What follows belongs to an exercise in optimizing a design on an open flow for a short achievable clock period and few clock cycles per item; a production flow would make more cautious choices.
In this exercise RTL edits were held to simulation tests only and were not proved equivalent to the original.
Power figures rest on the tool's default switching activity, not on a simulated workload.

==> flow/design.v <==
`timescale 1ns/1ps
package pe_pkg;
    localparam int DATA_W  = 32;
    localparam int TA_W    = 6;     
    localparam int IMMLO_W = 6;
    localparam int IMMHI_W = 26;    
    localparam int OFFS_W  = 10;    
    localparam int CQ_AW   = 4;
    localparam int CQ_N    = 1 << CQ_AW;
    localparam int MEM_MAX = 6;
    localparam logic [2:0] OP_ALU      = 3'b000;
    localparam logic [2:0] OP_LOAD     = 3'b001;
    localparam logic [2:0] OP_STORE    = 3'b010;
    localparam logic [2:0] OP_PREFIX_I = 3'b100;
    localparam logic [2:0] OP_CTRL     = 3'b101;
    localparam logic [3:0] ALU_OR   = 4'd0;
    localparam logic [3:0] ALU_AND  = 4'd1;
    localparam logic [3:0] ALU_XOR  = 4'd2;
    localparam logic [3:0] ALU_ADD  = 4'd3;
    localparam logic [3:0] ALU_SUB  = 4'd4;
    localparam logic [3:0] ALU_SLT  = 4'd5;
    localparam logic [3:0] ALU_SLTU = 4'd6;
    localparam logic [3:0] ALU_SLL  = 4'd7;
    localparam logic [3:0] ALU_SRL  = 4'd8;
    localparam logic [3:0] ALU_SRA  = 4'd9;
    localparam logic [3:0] MEM_B  = 4'd1;
    localparam logic [3:0] MEM_H  = 4'd2;
    localparam logic [3:0] MEM_W  = 4'd3;
    localparam logic [3:0] MEM_BU = 4'd4;
    localparam logic [3:0] MEM_HU = 4'd5;
    localparam logic [3:0] CTRL_TERM = 4'd4;
    localparam logic [1:0] TT_BZ  = 2'b00;    
    localparam logic [1:0] TT_BNZ = 2'b01;    
    localparam logic [1:0] TT_WRA = 2'b10;    
    localparam logic [1:0] TT_WRB = 2'b11;    
endpackage
`timescale 1ns/1ps
module operand_stage
(
    input  logic                       clk,
    input  logic                       rst_n_i,
    input  logic                       accept_i,    
    input  logic [65:0]                instr_i,
    input  logic [33:0]                fwd1_i,      
    input  logic [33:0]                fwd2_i,
    output logic                       v_o,         
    output logic [pe_pkg::CQ_AW-1:0]   tag_o,       
    output logic [2:0]                 op_o,
    output logic [3:0]                 funct_o,
    output logic [pe_pkg::OFFS_W-1:0]  off_o,
    output logic [15:0]                tgt_o,       
    output logic [31:0]                a_o,
    output logic [31:0]                b_o,         
    output logic                       inv_o        
);
    logic [2:0]   op;
    logic         immab;
    logic [5:0]   immlo;
    logic         is_prefix;
    logic         prefix_q;    
    logic [25:0]  immhi_q;
    logic [31:0]  imm;
    logic [31:0]  a_d;
    logic [31:0]  b_d;
    logic         inv_d;
    assign op        = instr_i[65:63];
    assign immab     = instr_i[58];
    assign immlo     = instr_i[57:52];
    assign is_prefix = (op == pe_pkg::OP_PREFIX_I);
    assign inv_d = (op == pe_pkg::OP_ALU) &&
                   ((instr_i[62:59] == pe_pkg::ALU_SUB) || (instr_i[62:59] == pe_pkg::ALU_SLT) ||
                    (instr_i[62:59] == pe_pkg::ALU_SLTU));
    assign imm = {(prefix_q ? immhi_q : 26'b0), immlo};
    assign a_d = (fwd1_i[33:32] == pe_pkg::TT_WRA) ? fwd1_i[31:0] :
                 (fwd2_i[33:32] == pe_pkg::TT_WRA) ? fwd2_i[31:0] : (immab ? 32'b0 : imm);
    assign b_d = (fwd1_i[33:32] == pe_pkg::TT_WRB) ? fwd1_i[31:0] :
                 (fwd2_i[33:32] == pe_pkg::TT_WRB) ? fwd2_i[31:0] : (immab ? imm : 32'b0);
    always_ff @(posedge clk)
    begin
        if (!rst_n_i)
        begin
            prefix_q <= 1'b0;
            v_o      <= 1'b0;
            tag_o    <= '0;
        end
        else
        begin
            v_o <= accept_i;
            if (v_o)
                tag_o <= tag_o + 1'b1;    
            if (accept_i)
                prefix_q <= is_prefix;    
        end
    end
    always_ff @(posedge clk)
    begin
        if (accept_i && is_prefix)
            immhi_q <= instr_i[51:26];
        op_o    <= op;
        funct_o <= instr_i[62:59];
        off_o   <= instr_i[25:16];
        tgt_o   <= instr_i[15:0];
        a_o     <= a_d;
        b_o     <= b_d ^ {32{inv_d}};
        inv_o   <= inv_d;
    end
endmodule
`timescale 1ns/1ps
module pe_alu
(
    input  logic                       clk,
    input  logic                       rst_n_i,
    input  logic                       v_i,
    input  logic [pe_pkg::CQ_AW-1:0]   tag_i,
    input  logic [2:0]                 op_i,
    input  logic [3:0]                 funct_i,
    input  logic [pe_pkg::OFFS_W-1:0]  off_i,
    input  logic [15:0]                tgt_i,
    input  logic [31:0]                a_i,
    input  logic [31:0]                b_i,         
    input  logic                       inv_i,       
    output logic                       mv_o,
    output logic [pe_pkg::CQ_AW-1:0]   mtag_o,
    output logic                       mwe_o,
    output logic [3:0]                 mfn_o,
    output logic [31:0]                madr_o,
    output logic [31:0]                mdat_o,
    output logic [3:0]                 msel_o,
    output logic                       wv_o,
    output logic [pe_pkg::CQ_AW-1:0]   wtag_o,
    output logic [2:0]                 wop_o,
    output logic [3:0]                 wfunct_o,
    output logic [15:0]                wtgt_o,
    output logic [31:0]                wres_o
);
    logic         is_alu;
    logic         is_mem;
    logic         is_st;
    logic         fill;       
    logic [31:0]  lgc_d;
    logic [31:0]  sdat_d;
    logic [3:0]   sel_d;
    logic [4:0]   sh_hi;      
    assign is_alu = (op_i == pe_pkg::OP_ALU);
    assign is_st  = (op_i == pe_pkg::OP_STORE);
    assign is_mem = (op_i == pe_pkg::OP_LOAD) || is_st;
    assign fill   = (funct_i == pe_pkg::ALU_SRA) && a_i[31];
    assign sh_hi  = {b_i[4:2], 2'b00};
    always_comb
    begin
        case (funct_i)
            pe_pkg::ALU_OR:  lgc_d = a_i | b_i;
            pe_pkg::ALU_AND: lgc_d = a_i & b_i;
            default:         lgc_d = a_i ^ b_i;
        endcase
    end
    always_comb
    begin
        case (funct_i)
            pe_pkg::MEM_B, pe_pkg::MEM_BU:
            begin
                sel_d  = 4'b0001;
                sdat_d = {24'b0, b_i[7:0]};
            end
            pe_pkg::MEM_H, pe_pkg::MEM_HU:
            begin
                sel_d  = 4'b0011;
                sdat_d = {16'b0, b_i[15:0]};
            end
            default:
            begin
                sel_d  = 4'b1111;
                sdat_d = b_i;
            end
        endcase
    end
    logic         v1_q;
    logic [2:0]   op1_q;
    logic [3:0]   funct1_q;
    logic [15:0]  tgt1_q;
    logic [16:0]  lo_q;           
    logic [16:0]  hi0_q;          
    logic [16:0]  hi1_q;          
    logic [10:0]  slo_q;          
    logic [21:0]  ahi_q;          
    logic [21:0]  ahi1_q;         
    logic         sdiff_q;        
    logic         asign_q;
    logic [31:0]  shl_q;
    logic [31:0]  shr_q;
    logic         fill_q;
    logic [1:0]   sh_lo_q;        
    logic [31:0]  lgc_q;
    logic         s_sum_q, s_slt_q, s_sltu_q, s_shl_q, s_shr_q, s_lgc_q;
    always_ff @(posedge clk)
    begin
        if (!rst_n_i)
        begin
            v1_q <= 1'b0;
            mv_o <= 1'b0;
        end
        else
        begin
            v1_q <= v_i;
            mv_o <= v_i && is_mem;
        end
    end
    always_ff @(posedge clk)
    begin
        op1_q    <= op_i;
        funct1_q <= funct_i;
        tgt1_q   <= tgt_i;
        mtag_o   <= tag_i;
        lo_q     <= 17'(({1'b0, a_i[15:0], 1'b1} + {1'b0, b_i[15:0], inv_i}) >> 1);
        hi0_q    <= {1'b0, a_i[31:16]} + {1'b0, b_i[31:16]};
        hi1_q    <= 17'(({1'b0, a_i[31:16], 1'b1} + {1'b0, b_i[31:16], 1'b1}) >> 1);
        slo_q    <= {1'b0, a_i[9:0]} + {1'b0, off_i};
        ahi_q    <= a_i[31:10];
        ahi1_q   <= a_i[31:10] + 22'd1;
        sdiff_q  <= a_i[31] ^ b_i[31] ^ inv_i;
        asign_q  <= a_i[31];
        shl_q    <= a_i << sh_hi;
        shr_q    <= 32'($signed({fill, a_i}) >>> sh_hi);
        fill_q   <= fill;
        sh_lo_q  <= b_i[1:0];
        lgc_q    <= lgc_d;
        s_sum_q  <= is_alu && ((funct_i == pe_pkg::ALU_ADD) || (funct_i == pe_pkg::ALU_SUB));
        s_slt_q  <= is_alu && (funct_i == pe_pkg::ALU_SLT);
        s_sltu_q <= is_alu && (funct_i == pe_pkg::ALU_SLTU);
        s_shl_q  <= is_alu && (funct_i == pe_pkg::ALU_SLL);
        s_shr_q  <= is_alu && ((funct_i == pe_pkg::ALU_SRL) || (funct_i == pe_pkg::ALU_SRA));
        s_lgc_q  <= is_alu && (funct_i <= pe_pkg::ALU_XOR);
        mwe_o    <= is_st;
        mfn_o    <= funct_i;
        mdat_o   <= is_st ? sdat_d : 32'b0;
        msel_o   <= sel_d;
    end
    logic [31:0]  sum;
    logic         cout;
    logic         lt;
    logic [31:0]  shl;
    logic [31:0]  shr;
    assign sum  = {(lo_q[16] ? hi1_q[15:0] : hi0_q[15:0]), lo_q[15:0]};
    assign cout = lo_q[16] ? hi1_q[16] : hi0_q[16];
    assign shl = shl_q << sh_lo_q;
    assign shr = 32'($signed({fill_q, shr_q}) >>> sh_lo_q);
    assign lt  = (s_slt_q && (sdiff_q ? asign_q : sum[31])) || (s_sltu_q && !cout);
    assign madr_o = mwe_o ? {(slo_q[10] ? ahi1_q : ahi_q), slo_q[9:0]} : sum;
    always_ff @(posedge clk)
    begin
        if (!rst_n_i)
            wv_o <= 1'b0;
        else
            wv_o <= v1_q;
    end
    always_ff @(posedge clk)
    begin
        wtag_o   <= mtag_o;
        wop_o    <= op1_q;
        wfunct_o <= funct1_q;
        wtgt_o   <= tgt1_q;
        wres_o   <= ({32{s_sum_q}} & sum) |
                    ({32{s_shl_q}} & shl) |
                    ({32{s_shr_q}} & shr) |
                    ({32{s_lgc_q}} & lgc_q) |
                    {31'b0, lt};
    end
endmodule
`timescale 1ns/1ps
module load_store_unit
(
    input  logic                       clk,
    input  logic                       rst_n_i,
    input  logic                       mv_i,
    input  logic [pe_pkg::CQ_AW-1:0]   mtag_i,
    input  logic                       mwe_i,
    input  logic [3:0]                 mfn_i,
    input  logic [31:0]                madr_i,
    input  logic [31:0]                mdat_i,
    input  logic [3:0]                 msel_i,
    output logic                       wb_cyc_o,
    output logic                       wb_stb_o,
    output logic                       wb_we_o,
    output logic [31:0]                wb_adr_o,
    output logic [31:0]                wb_dat_o,
    output logic [3:0]                 wb_sel_o,
    input  logic                       wb_ack_i,
    input  logic [31:0]                wb_dat_i,
    output logic                       ack_o,
    output logic [pe_pkg::CQ_AW-1:0]   cur_tag_o,   
    output logic                       cur_ld_o,
    output logic [31:0]                ack_dat_o,   
    output logic                       fin_o,
    output logic [pe_pkg::CQ_AW-1:0]   fin_tag_o,
    output logic                       fin_ld_o,
    output logic [31:0]                fin_dat_o    
);
    localparam int RW = 1 + 4 + 32 + 32 + 4 + pe_pkg::CQ_AW;    
    localparam int QN = pe_pkg::MEM_MAX;    
    logic [RW-1:0]  q_mem [QN];
    logic [QN-1:0]  q_rp;
    logic [QN-1:0]  q_wp;
    logic [QN:0]    q_cnt;    
    logic [RW-1:0]  in_req;
    logic [RW-1:0]  head;     
    logic [RW-1:0]  head2;    
    logic           cyc_q;
    assign in_req = {mwe_i, mfn_i, madr_i, mdat_i, msel_i, mtag_i};
    assign ack_o  = cyc_q && wb_ack_i;
    assign cur_tag_o = head[pe_pkg::CQ_AW-1:0];
    assign cur_ld_o  = !head[RW-1];
    always_comb
    begin
        case (head[RW-2 -: 4])
            pe_pkg::MEM_B:  ack_dat_o = {{24{wb_dat_i[7]}}, wb_dat_i[7:0]};
            pe_pkg::MEM_H:  ack_dat_o = {{16{wb_dat_i[15]}}, wb_dat_i[15:0]};
            pe_pkg::MEM_BU: ack_dat_o = {24'b0, wb_dat_i[7:0]};
            pe_pkg::MEM_HU: ack_dat_o = {16'b0, wb_dat_i[15:0]};
            default:        ack_dat_o = wb_dat_i;
        endcase
    end
    always_comb
    begin
        head  = '0;
        head2 = '0;
        for (int i = 0; i < QN; i++)
        begin
            head  = head  | ({RW{q_rp[i]}} & q_mem[i]);
            head2 = head2 | ({RW{q_rp[(i + QN - 1) % QN]}} & q_mem[i]);
        end
    end
    logic [RW-1:0]  req_new;    
    logic [RW-1:0]  out_ack;
    logic [RW-1:0]  out_hold;
    logic           cyc_ack;
    logic           cyc_hold;
    logic           ack;
    assign req_new  = mv_i ? in_req : '0;
    assign out_ack  = q_cnt[1] ? head2 : req_new;
    assign out_hold = cyc_q ? head : req_new;
    assign cyc_ack  = q_cnt[1] || mv_i;
    assign cyc_hold = cyc_q || mv_i;
    assign ack      = wb_ack_i && cyc_q;
    always_ff @(posedge clk)
    begin
        if (!rst_n_i)
        begin
            q_rp     <= {{(QN-1){1'b0}}, 1'b1};
            q_wp     <= {{(QN-1){1'b0}}, 1'b1};
            q_cnt    <= '0;
            cyc_q    <= 1'b0;
            wb_cyc_o <= 1'b0;
            wb_stb_o <= 1'b0;
        end
        else
        begin
            if (mv_i)
                q_wp <= {q_wp[QN-2:0], q_wp[QN-1]};
            if (ack)
                q_rp <= {q_rp[QN-2:0], q_rp[QN-1]};
            if (mv_i && !ack)
                q_cnt <= {q_cnt[QN-1:0], 1'b1};
            else if (!mv_i && ack)
                q_cnt <= {1'b0, q_cnt[QN:1]};
            cyc_q    <= wb_ack_i ? (cyc_q ? cyc_ack : cyc_hold) : cyc_hold;
            wb_cyc_o <= wb_ack_i ? (wb_stb_o ? cyc_ack : cyc_hold) : (wb_stb_o || mv_i);
            wb_stb_o <= wb_ack_i ? (wb_cyc_o ? cyc_ack : cyc_hold) : (wb_cyc_o || mv_i);
        end
    end
    always_ff @(posedge clk)
    begin
        for (int i = 0; i < QN; i++)
            if (mv_i && q_wp[i])
                q_mem[i] <= in_req;
    end
    logic [RW-1:0] out_d;
    assign out_d = ack ? out_ack : out_hold;
    always_ff @(posedge clk)
    begin
        wb_we_o  <= out_d[RW-1];
        wb_adr_o <= out_d[RW-6 -: 32];
        wb_dat_o <= out_d[RW-38 -: 32];
        wb_sel_o <= out_d[pe_pkg::CQ_AW +: 4];
    end
    logic [31:0] rdat_q;
    logic [3:0]  ffn_q;
    always_ff @(posedge clk)
    begin
        if (!rst_n_i)
            fin_o <= 1'b0;
        else
            fin_o <= ack;
        rdat_q    <= wb_dat_i;
        fin_tag_o <= head[pe_pkg::CQ_AW-1:0];
        fin_ld_o  <= !head[RW-1];
        ffn_q     <= head[RW-2 -: 4];
    end
    always_comb
    begin
        case (ffn_q)
            pe_pkg::MEM_B:  fin_dat_o = {{24{rdat_q[7]}}, rdat_q[7:0]};
            pe_pkg::MEM_H:  fin_dat_o = {{16{rdat_q[15]}}, rdat_q[15:0]};
            pe_pkg::MEM_BU: fin_dat_o = {24'b0, rdat_q[7:0]};
            pe_pkg::MEM_HU: fin_dat_o = {16'b0, rdat_q[15:0]};
            default:        fin_dat_o = rdat_q;
        endcase
    end
endmodule
`timescale 1ns/1ps
module pe_sequencer
(
    input  logic                       clk,
    input  logic                       rst_n_i,
    input  logic                       instr_valid_i,
    input  logic [2:0]                 instr_op_i,     
    output logic                       instr_ready_o,
    output logic                       accept_o,
    input  logic                       wv_i,
    input  logic [pe_pkg::CQ_AW-1:0]   wtag_i,
    input  logic [2:0]                 wop_i,
    input  logic [3:0]                 wfunct_i,
    input  logic [15:0]                wtgt_i,        
    input  logic [31:0]                wres_i,
    input  logic                       ack_i,         
    input  logic                       fin_i,         
    input  logic [pe_pkg::CQ_AW-1:0]   fin_tag_i,
    input  logic [pe_pkg::CQ_AW-1:0]   cur_tag_i,     
    input  logic                       cur_ld_i,
    input  logic [31:0]                ack_dat_i,     
    input  logic                       fin_ld_i,
    input  logic [31:0]                fin_dat_i,
    output logic [31:0]                result_o,
    output logic [8:0]                 tgt1_o,        
    output logic [8:0]                 tgt2_o,
    output logic                       branch_o,
    output logic                       term_o,
    output logic                       done_o,
    output logic [pe_pkg::TA_W-1:0]    icount_o
);
    localparam int CQ_N = pe_pkg::CQ_N;
    localparam int MW   = 21;    
    logic [CQ_N-1:0]           all_q;    
    logic [pe_pkg::MEM_MAX-1:0] mem_q;   
    logic                      rdy_q;    
    logic                      ret;      
    logic                      acc_mem;
    logic                      all_full;
    logic                      mem_full;
    logic                      ready_d;
    logic                      acc_p;       
    logic                      acc_mem_p;
    logic                      ready_p;
    assign accept_o = instr_valid_i && rdy_q;
    assign acc_mem  = accept_o &&
                      ((instr_op_i == pe_pkg::OP_LOAD) || (instr_op_i == pe_pkg::OP_STORE));
    assign all_full = (accept_o && !ret && all_q[CQ_N-2]) ||
                      ((accept_o == ret) && all_q[CQ_N-1]);
    assign mem_full = (acc_mem && !ack_i && mem_q[pe_pkg::MEM_MAX-2]) ||
                      ((acc_mem == ack_i) && mem_q[pe_pkg::MEM_MAX-1]);
    assign ready_d  = !all_full && !mem_full;
    assign acc_p     = instr_valid_i && instr_ready_o;
    assign acc_mem_p = acc_p &&
                       ((instr_op_i == pe_pkg::OP_LOAD) || (instr_op_i == pe_pkg::OP_STORE));
    assign ready_p   = !((acc_p && !ret && all_q[CQ_N-2]) || ((acc_p == ret) && all_q[CQ_N-1])) &&
                       !((acc_mem_p && !ack_i && mem_q[pe_pkg::MEM_MAX-2]) ||
                         ((acc_mem_p == ack_i) && mem_q[pe_pkg::MEM_MAX-1]));
    always_ff @(posedge clk)
    begin
        if (!rst_n_i)
        begin
            all_q         <= '0;
            mem_q         <= '0;
            rdy_q         <= 1'b1;
            instr_ready_o <= 1'b1;
        end
        else
        begin
            if (accept_o && !ret)
                all_q <= {all_q[CQ_N-2:0], 1'b1};
            else if (!accept_o && ret)
                all_q <= {1'b0, all_q[CQ_N-1:1]};
            if (acc_mem && !ack_i)
                mem_q <= {mem_q[pe_pkg::MEM_MAX-2:0], 1'b1};
            else if (!acc_mem && ack_i)
                mem_q <= {1'b0, mem_q[pe_pkg::MEM_MAX-1:1]};
            rdy_q         <= ready_p;
            instr_ready_o <= ready_d;
        end
    end
    logic [31:0]              res_q  [CQ_N];
    logic [MW-1:0]            meta_q [CQ_N];
    logic [CQ_N-1:0]          rr_q;       
    logic [pe_pkg::CQ_AW-1:0] rp_q;
    logic [CQ_N-1:0]          rp_oh_q;    
    logic          w_alu, w_ld, w_mem, w_pfx, w_zero, w_take, w_term;
    logic [MW-1:0] w_meta;
    logic [CQ_N-1:0] w_oh;    
    logic [CQ_N-1:0] fin_oh;    
    assign w_oh   = {{(CQ_N-1){1'b0}}, 1'b1} << wtag_i;
    assign fin_oh = {{(CQ_N-1){1'b0}}, 1'b1} << fin_tag_i;
    assign w_alu  = (wop_i == pe_pkg::OP_ALU);
    assign w_ld   = (wop_i == pe_pkg::OP_LOAD);
    assign w_mem  = w_ld || (wop_i == pe_pkg::OP_STORE);
    assign w_pfx  = (wop_i == pe_pkg::OP_PREFIX_I);
    assign w_zero = (wres_i == 32'b0);
    assign w_take = w_alu && (((wtgt_i[9:8] == pe_pkg::TT_BZ) && w_zero) ||
                              ((wtgt_i[9:8] == pe_pkg::TT_BNZ) && !w_zero));
    assign w_term = (wop_i == pe_pkg::OP_CTRL) && (wfunct_i == pe_pkg::CTRL_TERM);
    assign w_meta = {w_pfx, (w_alu || w_ld) && wtgt_i[9], (w_alu || w_ld) && wtgt_i[1],
                     wtgt_i, w_take, w_term};
    logic [MW-1:0] h_meta;
    logic [31:0]   h_res;
    logic          h_known;    
    logic          h_fin;      
    logic          h_pfx, h_take, h_term;
    logic [5:0]    h_ta1;
    always_comb
    begin
        h_meta  = '0;
        h_res   = '0;
        h_known = 1'b0;
        for (int i = 0; i < CQ_N; i++)
        begin
            h_meta  = h_meta  | ({MW{rp_oh_q[i]}} & meta_q[i]);
            h_res   = h_res   | ({32{rp_oh_q[i]}} & res_q[i]);
            h_known = h_known | (rp_oh_q[i] & rr_q[i]);
        end
    end
    logic          h_ack;        
    logic          fin_gone_q;   
    assign h_ack   = ack_i && (cur_tag_i == rp_q);
    assign h_fin   = fin_i && !fin_gone_q && (fin_tag_i == rp_q);
    assign h_pfx   = h_meta[20];
    assign h_ta1   = h_meta[17:12];
    assign h_take  = h_meta[1];
    assign h_term  = h_meta[0];
    assign ret     = h_known || h_fin || h_ack;
    always_ff @(posedge clk)
    begin
        if (!rst_n_i)
        begin
            rr_q    <= '0;
            fin_gone_q <= 1'b0;
            rp_q    <= '0;
            rp_oh_q <= {{(CQ_N-1){1'b0}}, 1'b1};
        end
        else
        begin
            fin_gone_q <= h_ack;
            rr_q <= (rr_q | ({CQ_N{wv_i && !w_mem}} & w_oh) |
                     ({CQ_N{fin_i && !fin_gone_q}} & fin_oh)) &
                    ~({CQ_N{ret}} & rp_oh_q);
            if (ret)
            begin
                rp_q    <= rp_q + 1'b1;
                rp_oh_q <= {rp_oh_q[CQ_N-2:0], rp_oh_q[CQ_N-1]};
            end
        end
    end
    always_ff @(posedge clk)
    begin
        if (wv_i)
        begin
            res_q[wtag_i]   <= wres_i;    
            meta_q[wtag_i]  <= w_meta;
        end
        if (fin_i)
        begin
            if (fin_ld_i)
                res_q[fin_tag_i] <= fin_dat_i;
        end
    end
    logic [5:0] ic_q;
    logic [5:0] ic_ret;    
    assign ic_ret = h_take ? h_ta1 : (h_term ? ic_q : ic_q + 1'b1);    
    always_ff @(posedge clk)
    begin
        if (!rst_n_i)
        begin
            done_o   <= 1'b0;
            ic_q     <= '0;
            icount_o <= '0;
        end
        else
        begin
            done_o   <= ret && !h_pfx;
            if (ret)
                ic_q <= ic_ret;
            icount_o <= ic_ret;
        end
    end
    always_ff @(posedge clk)
    begin
        result_o <= (h_ack && cur_ld_i) ? ack_dat_i :
                    (h_fin && fin_ld_i) ? fin_dat_i : h_res;
        tgt1_o   <= {h_meta[19], h_meta[17:10]};
        tgt2_o   <= {h_meta[18], h_meta[9:2]};
        branch_o <= h_take;
        term_o   <= h_term;
    end
endmodule
`timescale 1ns/1ps
module pe_core
(
    input  logic         clk,
    input  logic         rst_n_i,
    input  logic [65:0]  instr_i,
    input  logic         instr_valid_i,
    output logic         instr_ready_o,
    input  logic [33:0]  fwd1_i,
    input  logic [33:0]  fwd2_i,
    output logic         wb_cyc_o,
    output logic         wb_stb_o,
    output logic         wb_we_o,
    output logic [31:0]  wb_adr_o,
    output logic [31:0]  wb_dat_o,
    output logic [3:0]   wb_sel_o,
    input  logic         wb_ack_i,
    input  logic [31:0]  wb_dat_i,
    output logic [31:0]  result_o,
    output logic [8:0]   tgt1_o,
    output logic [8:0]   tgt2_o,
    output logic         branch_o,
    output logic         term_o,
    output logic         done_o,
    output logic [5:0]   icount_o
);
    logic                       accept;
    logic                       ov;
    logic [pe_pkg::CQ_AW-1:0]   otag;
    logic [2:0]                 oop;
    logic [3:0]                 ofunct;
    logic [pe_pkg::OFFS_W-1:0]  ooff;
    logic [15:0]                otgt;
    logic [31:0]                oa;
    logic [31:0]                ob;
    logic                       oinv;
    logic                       mv;
    logic [pe_pkg::CQ_AW-1:0]   mtag;
    logic                       mwe;
    logic [3:0]                 mfn;
    logic [31:0]                madr;
    logic [31:0]                mdat;
    logic [3:0]                 msel;
    logic                       wv;
    logic [pe_pkg::CQ_AW-1:0]   wtag;
    logic [2:0]                 wop;
    logic [3:0]                 wfunct;
    logic [15:0]                wtgt;
    logic [31:0]                wres;
    logic                       ack;
    logic [pe_pkg::CQ_AW-1:0]   cur_tag;
    logic                       cur_ld;
    logic [31:0]                ack_dat;
    logic                       fin;
    logic [pe_pkg::CQ_AW-1:0]   fin_tag;
    logic                       fin_ld;
    logic [31:0]                fin_dat;
    operand_stage u_opnd (
        .clk(clk), .rst_n_i(rst_n_i), .accept_i(accept), .instr_i(instr_i),
        .fwd1_i(fwd1_i), .fwd2_i(fwd2_i), .v_o(ov), .tag_o(otag), .op_o(oop),
        .funct_o(ofunct), .off_o(ooff), .tgt_o(otgt), .a_o(oa), .b_o(ob),
        .inv_o(oinv)
    );
    pe_alu u_alu (
        .clk(clk), .rst_n_i(rst_n_i), .v_i(ov), .tag_i(otag), .op_i(oop), .funct_i(ofunct),
        .off_i(ooff), .tgt_i(otgt), .a_i(oa), .b_i(ob), .inv_i(oinv),
        .mv_o(mv), .mtag_o(mtag), .mwe_o(mwe), .mfn_o(mfn), .madr_o(madr),
        .mdat_o(mdat), .msel_o(msel),
        .wv_o(wv), .wtag_o(wtag), .wop_o(wop), .wfunct_o(wfunct), .wtgt_o(wtgt), .wres_o(wres)
    );
    load_store_unit u_lsu (
        .clk(clk), .rst_n_i(rst_n_i), .mv_i(mv), .mtag_i(mtag), .mwe_i(mwe), .mfn_i(mfn),
        .madr_i(madr), .mdat_i(mdat), .msel_i(msel),
        .wb_cyc_o(wb_cyc_o), .wb_stb_o(wb_stb_o), .wb_we_o(wb_we_o), .wb_adr_o(wb_adr_o),
        .wb_dat_o(wb_dat_o), .wb_sel_o(wb_sel_o), .wb_ack_i(wb_ack_i), .wb_dat_i(wb_dat_i),
        .ack_o(ack), .cur_tag_o(cur_tag), .cur_ld_o(cur_ld), .ack_dat_o(ack_dat), .fin_o(fin), .fin_tag_o(fin_tag), .fin_ld_o(fin_ld), .fin_dat_o(fin_dat)
    );
    pe_sequencer u_seq (
        .clk(clk), .rst_n_i(rst_n_i), .instr_valid_i(instr_valid_i),
        .instr_op_i(instr_i[65:63]), .instr_ready_o(instr_ready_o), .accept_o(accept),
        .wv_i(wv), .wtag_i(wtag), .wop_i(wop), .wfunct_i(wfunct), .wtgt_i(wtgt), .wres_i(wres),
        .ack_i(ack), .cur_tag_i(cur_tag), .cur_ld_i(cur_ld), .ack_dat_i(ack_dat), .fin_i(fin), .fin_tag_i(fin_tag), .fin_ld_i(fin_ld), .fin_dat_i(fin_dat),
        .result_o(result_o), .tgt1_o(tgt1_o), .tgt2_o(tgt2_o), .branch_o(branch_o),
        .term_o(term_o), .done_o(done_o), .icount_o(icount_o)
    );
endmodule
`timescale 1ns/1ps
module pe_top
(
    input  logic         clk,
    input  logic         rst_n,            
    input  logic [65:0]  instr_i,          
    input  logic         instr_valid_i,
    output logic         instr_ready_o,
    input  logic [33:0]  fwd1_i,           
    input  logic [33:0]  fwd2_i,
    output logic         wb_cyc_o,
    output logic         wb_stb_o,
    output logic         wb_we_o,
    output logic [31:0]  wb_adr_o,
    output logic [31:0]  wb_dat_o,
    output logic [3:0]   wb_sel_o,
    input  logic         wb_ack_i,
    input  logic [31:0]  wb_dat_i,
    output logic [31:0]  result_o,
    output logic [8:0]   tgt1_o,           
    output logic [8:0]   tgt2_o,
    output logic         branch_o,
    output logic         term_o,
    output logic         done_o,
    output logic [5:0]   icount_o
);
    pe_core u_core (
        .clk(clk), .rst_n_i(rst_n), .instr_i(instr_i), .instr_valid_i(instr_valid_i),
        .instr_ready_o(instr_ready_o), .fwd1_i(fwd1_i), .fwd2_i(fwd2_i), .wb_cyc_o(wb_cyc_o),
        .wb_stb_o(wb_stb_o), .wb_we_o(wb_we_o), .wb_adr_o(wb_adr_o), .wb_dat_o(wb_dat_o),
        .wb_sel_o(wb_sel_o), .wb_ack_i(wb_ack_i), .wb_dat_i(wb_dat_i), .result_o(result_o),
        .tgt1_o(tgt1_o), .tgt2_o(tgt2_o), .branch_o(branch_o), .term_o(term_o),
        .done_o(done_o), .icount_o(icount_o)
    );
endmodule
==> flow/run.sh <==
#!/bin/bash
# synth_recipe.tcl (not shown) runs the flow's synth.tcl, then flattens the netlist and writes it again
# the make line also repeats each setting of config.mk as NAME=value (left out here)
make -C /OpenROAD-flow-scripts/flow DESIGN_CONFIG=/design/flow/config.mk WORK_HOME=/design/flow/orfs CLKGATE_MAP_FILE= SYNTH_SCRIPT=/design/flow/synth_recipe.tcl finish
==> flow/config.mk <==
export PLATFORM = sky130hd
export DESIGN_NAME = pe_top
export DESIGN_NICKNAME = pe_top
export VERILOG_FILES = /design/flow/design.v
export SDC_FILE = /design/flow/constraint.sdc
export NUM_CORES = 4
export LEC_CHECK = 0
export ABC_CLOCK_PERIOD_IN_PS = 2000
export CAP_MARGIN = 20
export CORE_MARGIN = 2
export CORE_UTILIZATION = 55
export CTS_CLUSTER_DIAMETER = 60
export CTS_CLUSTER_SIZE = 30
export SETUP_SLACK_MARGIN = 5
export SLEW_MARGIN = 20
==> flow/constraint.sdc <==
create_clock -name core_clock -period 7.0 [get_ports {clk}]
set_input_delay 1.4000 -clock core_clock [delete_from_list [all_inputs] [get_ports {clk}]]
set_output_delay 1.4000 -clock core_clock [all_outputs]
set_load 0.01 [all_outputs]
==> flow_metrics.tcl, run 1 <==
set metrics [dict create \
    outcome "no timing/DRC/antenna violations" \
    first_iter_violations 12540 \
    timing.final.crit_share_pct 40.21 \
    yosysSeqAreaShare_pct 64.14 \
    ys_warn_count 5 \
    cp-start-kind "flop" \
    hold_viol 0 \
    port_buffers 300 \
    synthCells 6993 \
    drc_errors 0 \
    setup_viol 0 \
    numCtsBuffers 144 \
    grt_max_degree 80 \
    reg2regPathDepth 11 \
    p_per_area_mw_per_mm2 231.9 \
    dieArea_sq_mm 0.1555 \
    routed_wl_mm 350.1 \
    crit_fanout 1 \
    grt.overflow.total 0 \
    critPathSlowestCell "dfxtp_4" \
    syn_area_sq_mm 0.08378 \
    rsz0062_at_grt "true" \
    insertion_delay_ns 0.85 \
    drive_above_1_share_pct 29.18 \
    clk_pin_slew_ns 0.11 \
    worst-path-stages 1 \
    die_h_microns 394.3 \
    final_cell_mix "1,324 x edfxtp_1, 572 x nand2_1, 480 x a21oi_1" \
    initial_core_util_pct 55.28 \
    dp_slack_ns 2.562 \
    period_minus_slack_ns 2.814 \
    place_area_sq_mm 0.08932 \
    cp_top_family "flip-flops" \
    setup_ws_ns 4.186 \
    timing.hold.worst.start "u_core.u_alu.tgt1_q[1]" \
    ant_nets 0 \
    synth_edf_count 1324 \
    avgSynthCellArea_sq_um 11.98 \
    cp_num_buf_inv 1 \
    ys_dominant_reg_cell "edfxtp_1" \
    drv_slew 0 \
    grtUsageTotal_pct 40.10 \
    slew_headroom_pct 43.79 \
    h-tree-depth 4 \
    hold_path_depth 0 \
    leakage_nw 37.99 \
    viasPerCell 7.112 \
    synth-seq-cells 2022 \
    postLayoutCellArea_sq_mm 0.1072 \
    worst_ep_arrival_time_ns 1.41 \
    worst_pin_slew_ns 0.8401 \
    row_count 143 \
    synthArstFlopShare_pct 0 \
    fin_tns_setup_ns 0 \
    core_area_sq_mm 0.1515 \
    chipWidth_microns 394.3 \
    final_common_cell "edfxtp_1" \
    drt-pass1-iter-count 17 \
    total_power_mw 24.86 \
    syn_to_final_growth_pct 28.00 \
    syn_nets 7251 \
    criticalPathCategory "flop to output port" \
    path_cells "buf_6" \
    cts_tree "yes" \
    num_vias 68830 \
    max_stage_delay_ns 0.44 \
    antenna_found_initial 19 \
    peakVddDrop_mv 0.2642 \
    cap_violations 0 \
    reg2reg_from "u_core.u_seq.rp_oh_q[2]" \
    ioPinCount 301 \
    fmax_mhz 355.3 \
    end_kind "output port" \
    hp-class "flop to flop" \
    cts_root_buffer "clkbuf_16" \
    wl_per_cell_microns 36.17 \
    fin_skew_ns 0.04116 \
    startpoint "u_core.u_seq.result_o[12]" \
    nNetsFinal 7760 \
    place_congestion 0.9205 \
    synth_cell_types 71 \
    utilization_pct 70.76 \
    grt_pass1_wl_mm 448.6 \
    clockBufferDepth 3 \
    place_hpwl_mm 153.3 \
    clock_sinks 2022 \
    grt_pass1_vias 61470 \
    critical_path_required_ns 5.60 \
]
power by group:
part	internal (mW)	switching, mW
logic	0.928	1.25
clock network	4.59	4.74
registers	13.0	0.356
total	18.5	6.35
per-layer routing:
layer	GRT usage [%]	wire length, microns	vias up
met5	0	663	-
met4	26.22	31790	22
met3	9.963	49960	1731
met2	60.10	148100	6015
met1	52.01	119500	33410
li1	-	-	27660
kinds of logic after synthesis:
family,count (synthesis),share of synthesized area [%]
DFF,2022,64.14
and+or+nand+nor,1648,8.852
buffers and inverters,731,3.389
AOI/OAI and AO/OA,2091,16.59
muxes,293,4.434
adders and majority gates,88,1.350
xor gates and xnor gates,120,1.255
layout make-up:
cell class              count  area, sq um
flip-flops and latches   2022        54300
fillers                 10190        44320
multi-input cells        4281        32000
repair buffers            946        12660
clock buffers             167         3954
well taps                2030         2540
clock inverters           101         1199
inverters                 104        495.5
diodes                     24        60.06
repair inverters            3        25.02
cells in the mapped netlist (13+ instances only):
master,count,area [sq um]
a211oi_1,19,142.6
a21o_1,29,217.7
a21oi_1,682,3413
a221o_1,16,160.2
a221oi_1,198,1734
a222oi_1,83,830.8
a22o_1,117,1025
a22oi_1,444,3333
a2bb2oi_1,14,122.6
a31oi_1,20,125.1
a41oi_1,22,192.7
and2_1,30,187.7
and3_1,60,375.4
buf_1,119,446.7
buf_2,31,155.2
clkbuf_1,466,1749
dfxtp_1,698,13970
edfxtp_1,1324,39760
ha_1,84,1051
inv_1,101,379.1
mux2_2,165,1858
mux2i_1,82,820.8
mux4_2,46,1036
nand2_1,610,2290
nand2b_1,27,168.9
nand3_1,157,785.8
nand4_1,81,506.7
nor2_1,480,1802
nor2b_1,36,225.2
nor3_1,85,425.4
nor3b_1,22,165.2
nor4_1,13,81.33
o211ai_1,26,195.2
o21ai_0,339,1697
o22ai_1,35,219.0
xnor2_1,93,814.5
xor2_1,27,236.5
sequential cells by signal, summed over array words and instances (netlist names), 22 cells and up:
name and flops:
u_core.u_seq.res_q 512, u_core.u_lsu.q_mem 450, u_core.u_seq.meta_q 336, u_core.u_alu.lgc_q 32, u_core.u_alu.mdat_o 32, u_core.u_alu.shl_q 32, u_core.u_alu.shr_q 32, u_core.u_alu.wres_o 32
u_core.u_lsu.rdat_q 32, u_core.u_lsu.wb_adr_o 32, u_core.u_lsu.wb_dat_o 32, u_core.u_opnd.a_o 32, u_core.u_opnd.b_o 32, u_core.u_seq.result_o 32, u_core.u_opnd.immhi_q 26, u_core.u_alu.ahi1_q 22
u_core.u_alu.ahi_q 22
path summary, 6_finish.rpt:
| kind | end | slack [ns] |
|---|---|---|
| worst min register to register | u_core.u_alu.wtgt_o[1] | 0.32 |
| worst min-delay path | u_core.u_alu.wtgt_o[1] | 0.32 |
| worst max-delay path | result_o[12] | 4.19 |
| worst max register to register | u_core.u_seq.rr_q[1] | 4.33 |
metrics by stage:
step	hold slack [ns]	std cells
floorplan	0.3096	6993
global placement	0.3102	8810
detailed placement	0.3121	8812
CTS	0.3202	9462
global route	0.3338	9656
finish	0.3194	9678
repair_timing:
action,in CTS,in global routing
resized for setup,1521,502
setup buffers,286,137
pin swaps,152,171
cloned,96,55
hold buffers,0,0
setup endpoints to repair,2409,1154
Testbench counts, summed over its fixed seeds: cycles 3,625, instrs 3,200.
==> run 2: changes to the inputs <==
--- a/flow/config.mk
+++ b/flow/config.mk
@@ -8,3 +8,3 @@
 export ABC_CLOCK_PERIOD_IN_PS = 2000
-export CAP_MARGIN = 20
+export CAP_MARGIN = 30
 export CORE_MARGIN = 2
@@ -14,2 +14,2 @@
 export SETUP_SLACK_MARGIN = 5
-export SLEW_MARGIN = 20
+export SLEW_MARGIN = 30
==> run 2 against run 1 <==
Net effect: cell count hardly changed; die area stayed put; first-iteration DRC count is 10% lower; worst setup slack worse by 0.022 ns; utilization is 0.35 points lower; hold slack hardly changed; largest cell class unchanged; highest routed layer unchanged.
==> flow_metrics.tcl, run 2 <==
set metrics [dict create \
    outcome "no timing/DRC/antenna violations" \
    synthArstFlopShare_pct 0 \
    worst_pin_slew_ns 0.8015 \
    drc_errors 0 \
    regToRegEndpoint "u_core.u_seq.rp_oh_q[2]" \
    wl_per_cell_microns 35.27 \
    max_stage_delay_ns 0.48 \
    ys_warn_count 5 \
    drive_above_1_share_pct 28.20 \
    yosys.area.top_type_share_pct 47.46 \
    yosysSeqAreaShare_pct 64.14 \
    final_common_cell "edfxtp_1" \
    p_per_area_mw_per_mm2 232.4 \
    first_iter_violations 11240 \
    ioPinCount 301 \
    dieArea_sq_mm 0.1555 \
    grt_pass1_wl_mm 447.3 \
    synth-seq-cells 2022 \
    chipWidth_microns 394.3 \
    die_h_microns 394.3 \
    synth_area_leaders "edfxtp_1 47%, dfxtp_1 17%, a21oi_1 4.1%" \
    largest_reg_flops 512 \
    postLayoutCellArea_sq_mm 0.1067 \
    place_congestion 0.9205 \
    critPathSlowestCell "dfxtp_4" \
    rsz0062_at_grt "true" \
    synth_cell_types 71 \
    grtUsageTotal_pct 39.81 \
    syn_area_sq_mm 0.08378 \
    yosys-top-cells-count "1,324 x edfxtp_1, 698 x dfxtp_1, 682 x a21oi_1, 610 x nand2_1, 480 x nor2_1" \
    insertion_delay_ns 0.83 \
    num_vias 67900 \
    drv_slew 0 \
    ant_nets 0 \
    fin_cells 9673 \
    cts_hold_buf 0 \
    cts_tree "yes" \
    critical_path_required_ns 5.60 \
    worst_ep_arrival_time_ns 1.44 \
    row_count 143 \
    setup_viol 0 \
    criticalPathCategory "flop to output port" \
    place_hpwl_mm 155.2 \
    timing.final.crit_share_pct 40.51 \
    avgSynthCellArea_sq_um 11.98 \
    synthCells 6993 \
    period_minus_slack_ns 2.836 \
    path_cells "buf_6" \
    place_area_sq_mm 0.08968 \
    clk_pin_slew_ns 0.10 \
    viasPerCell 7.020 \
    hold_viol 0 \
    syn_to_final_growth_pct 27.36 \
    timing.hold.worst.start "u_core.u_opnd.tgt_o[1]" \
    syn_nets 7251 \
    grt_pass1_vias 61820 \
    top_register "u_core.u_seq.res_q" \
    reg2reg_from "u_core.u_seq.rp_oh_q[2]" \
    utilization_pct 70.41 \
    end_kind "output port" \
    fmax_mhz 352.6 \
    hold_path_depth 0 \
    routed_wl_mm 341.1 \
    cp_top_family "flip-flops" \
    reg2regPathDepth 12 \
    crit_fanout 1 \
    clockBufferDepth 3 \
    clock_sinks 2022 \
    antenna_found_initial 21 \
    peakVddDrop_mv 0.2709 \
    grt.overflow.total 0 \
    hp-class "flop to flop" \
    place_inst 8821 \
    drt-pass1-iter-count 14 \
    cp_num_buf_inv 1 \
    reg.largest.list "u_core.u_seq.res_q x512, u_core.u_lsu.q_mem x450, u_core.u_seq.meta_q x336" \
    total_power_mw 24.80 \
    ys_dominant_reg_cell "edfxtp_1" \
    cp-start-kind "flop" \
    core_area_sq_mm 0.1515 \
    slew_headroom_pct 46.57 \
    h-tree-depth 4 \
    cts_root_buffer "clkbuf_16" \
    ff2ff_setup_slack_ns 4.26 \
    numCtsBuffers 144 \
    fin_tns_setup_ns 0 \
    initial_core_util_pct 55.28 \
    min_to "u_core.u_alu.tgt1_q[1]" \
    synth_edf_count 1324 \
    fin_skew_ns 0.03900 \
    synth.most_common_cell "edfxtp_1" \
    grt_max_degree 80 \
    port_buffers 300 \
    final_cell_mix "1,324 x edfxtp_1, 576 x nand2_1, 521 x a21oi_1" \
    nNetsFinal 7761 \
    leakage_nw 38.00 \
    synth_top_area_cell "edfxtp_1" \
    cap_violations 0 \
]
run 2: layout make-up:
class / instances / area, sq um
Tap cell: 2030 / 2540
Clock inverter: 106 / 1226
Fill cell: 10350 / 44850
Antenna cell: 19 / 47.55
Multi-Input combinational cell: 4269 / 31350
Sequential cell: 2022 / 54310
Clock buffer: 161 / 3921
Timing Repair Buffer: 959 / 12770
Inverter: 104 / 501.7
Timing Repair inverter: 3 / 27.53
run 2: per-layer routing:
layer | share of wire, % | vias up | track usage [%]
li1 | - | 27660 | -
met1 | 35 | 32950 | 51.10
met2 | 43 | 5684 | 60.18
met3 | 14 | 1586 | 10.15
met4 | 8.5 | 22 | 25.81
met5 | 0.11 | - | 0
run 2: how the worst max path moves through the flow:
stage,from,end,slack [ns],cells after the start
global placement,wb_ack_i,u_core.u_seq.result_o[30],2.67,8
global route,u_core.u_seq.rp_oh_q[2],u_core.u_seq.all_q[12],4.17,11
finish,u_core.u_seq.result_o[8],result_o[8],4.16,1
CTS,u_core.u_lsu.wb_adr_o[17],wb_adr_o[17],4.22,1
floorplan,wb_ack_i,u_core.u_seq.all_q[10],3.73,14
detailed placement,wb_ack_i,u_core.u_seq.result_o[30],2.58,8
run 2: what timing repair did:
item                                     CTS  global route
cloned                                    92            45
pin swaps                                142           160
endpoints found under the setup margin  2384          1287
setup buffers                            286           143
resized for setup                       1473           424
run 2: report_power, final:
part,leakage (nW),switching [mW],internal [mW]
registers,18.4,0.354,13.0
clock network,2.49,4.75,4.52
logic,17.1,1.24,0.936
total,38.0,6.34,18.5
run 2: cells by family after synthesis:
logic type,share of synthesized area [%]
xor+xnor,1.255
mux,4.434
simple gates,8.852
buf+inv,3.389
flops,64.14
compound gates,16.59
fa+ha+maj,1.350
run 2: stage by stage:
| step | hold WS [ns] | setup slack (ns) |
|---|---|---|
| finish | 0.3195 | 4.164 |
| floorplan | 0.3096 | 3.733 |
| detailed placement | 0.3121 | 2.580 |
| global placement | 0.3102 | 2.674 |
| CTS | 0.3216 | 4.223 |
| global route | 0.3324 | 4.170 |

[afterwards: timing with drivers on the ports]
How much do the figures lean on ideal ports? The routed layouts below were timed once more, with nothing changed but the port constraints.
Step 1 assumes that a clkbuf_16 drives the clock port and a buf_2 every other input.
Step 2 adds t to the input delays and takes it off the output delays; t is the mean of the earliest and latest rising clock arrival at the registers after step 1. Input paths then give back, and output paths get back, about the clock's delay inside the block.
a / b / c = ideal / step 1 / step 2; a / b = the first two.
run	shift t [ns]	setup slack, ns	worst setup path at the end	worst register clock-pin slew, ns	worst slew at a driven data input, ns
run 1	0.913	4.186 / 4.100 / 3.441	input to register	0.11 / 0.11	0.17
run 2	0.904	4.164 / 4.066 / 3.465	input to register	0.10 / 0.10	0.17
After both steps every run listed still meets setup and hold. For run 1, which loses most, drivers alone change the setup slack by -0.086 ns; drivers and shift together by -0.745 ns.
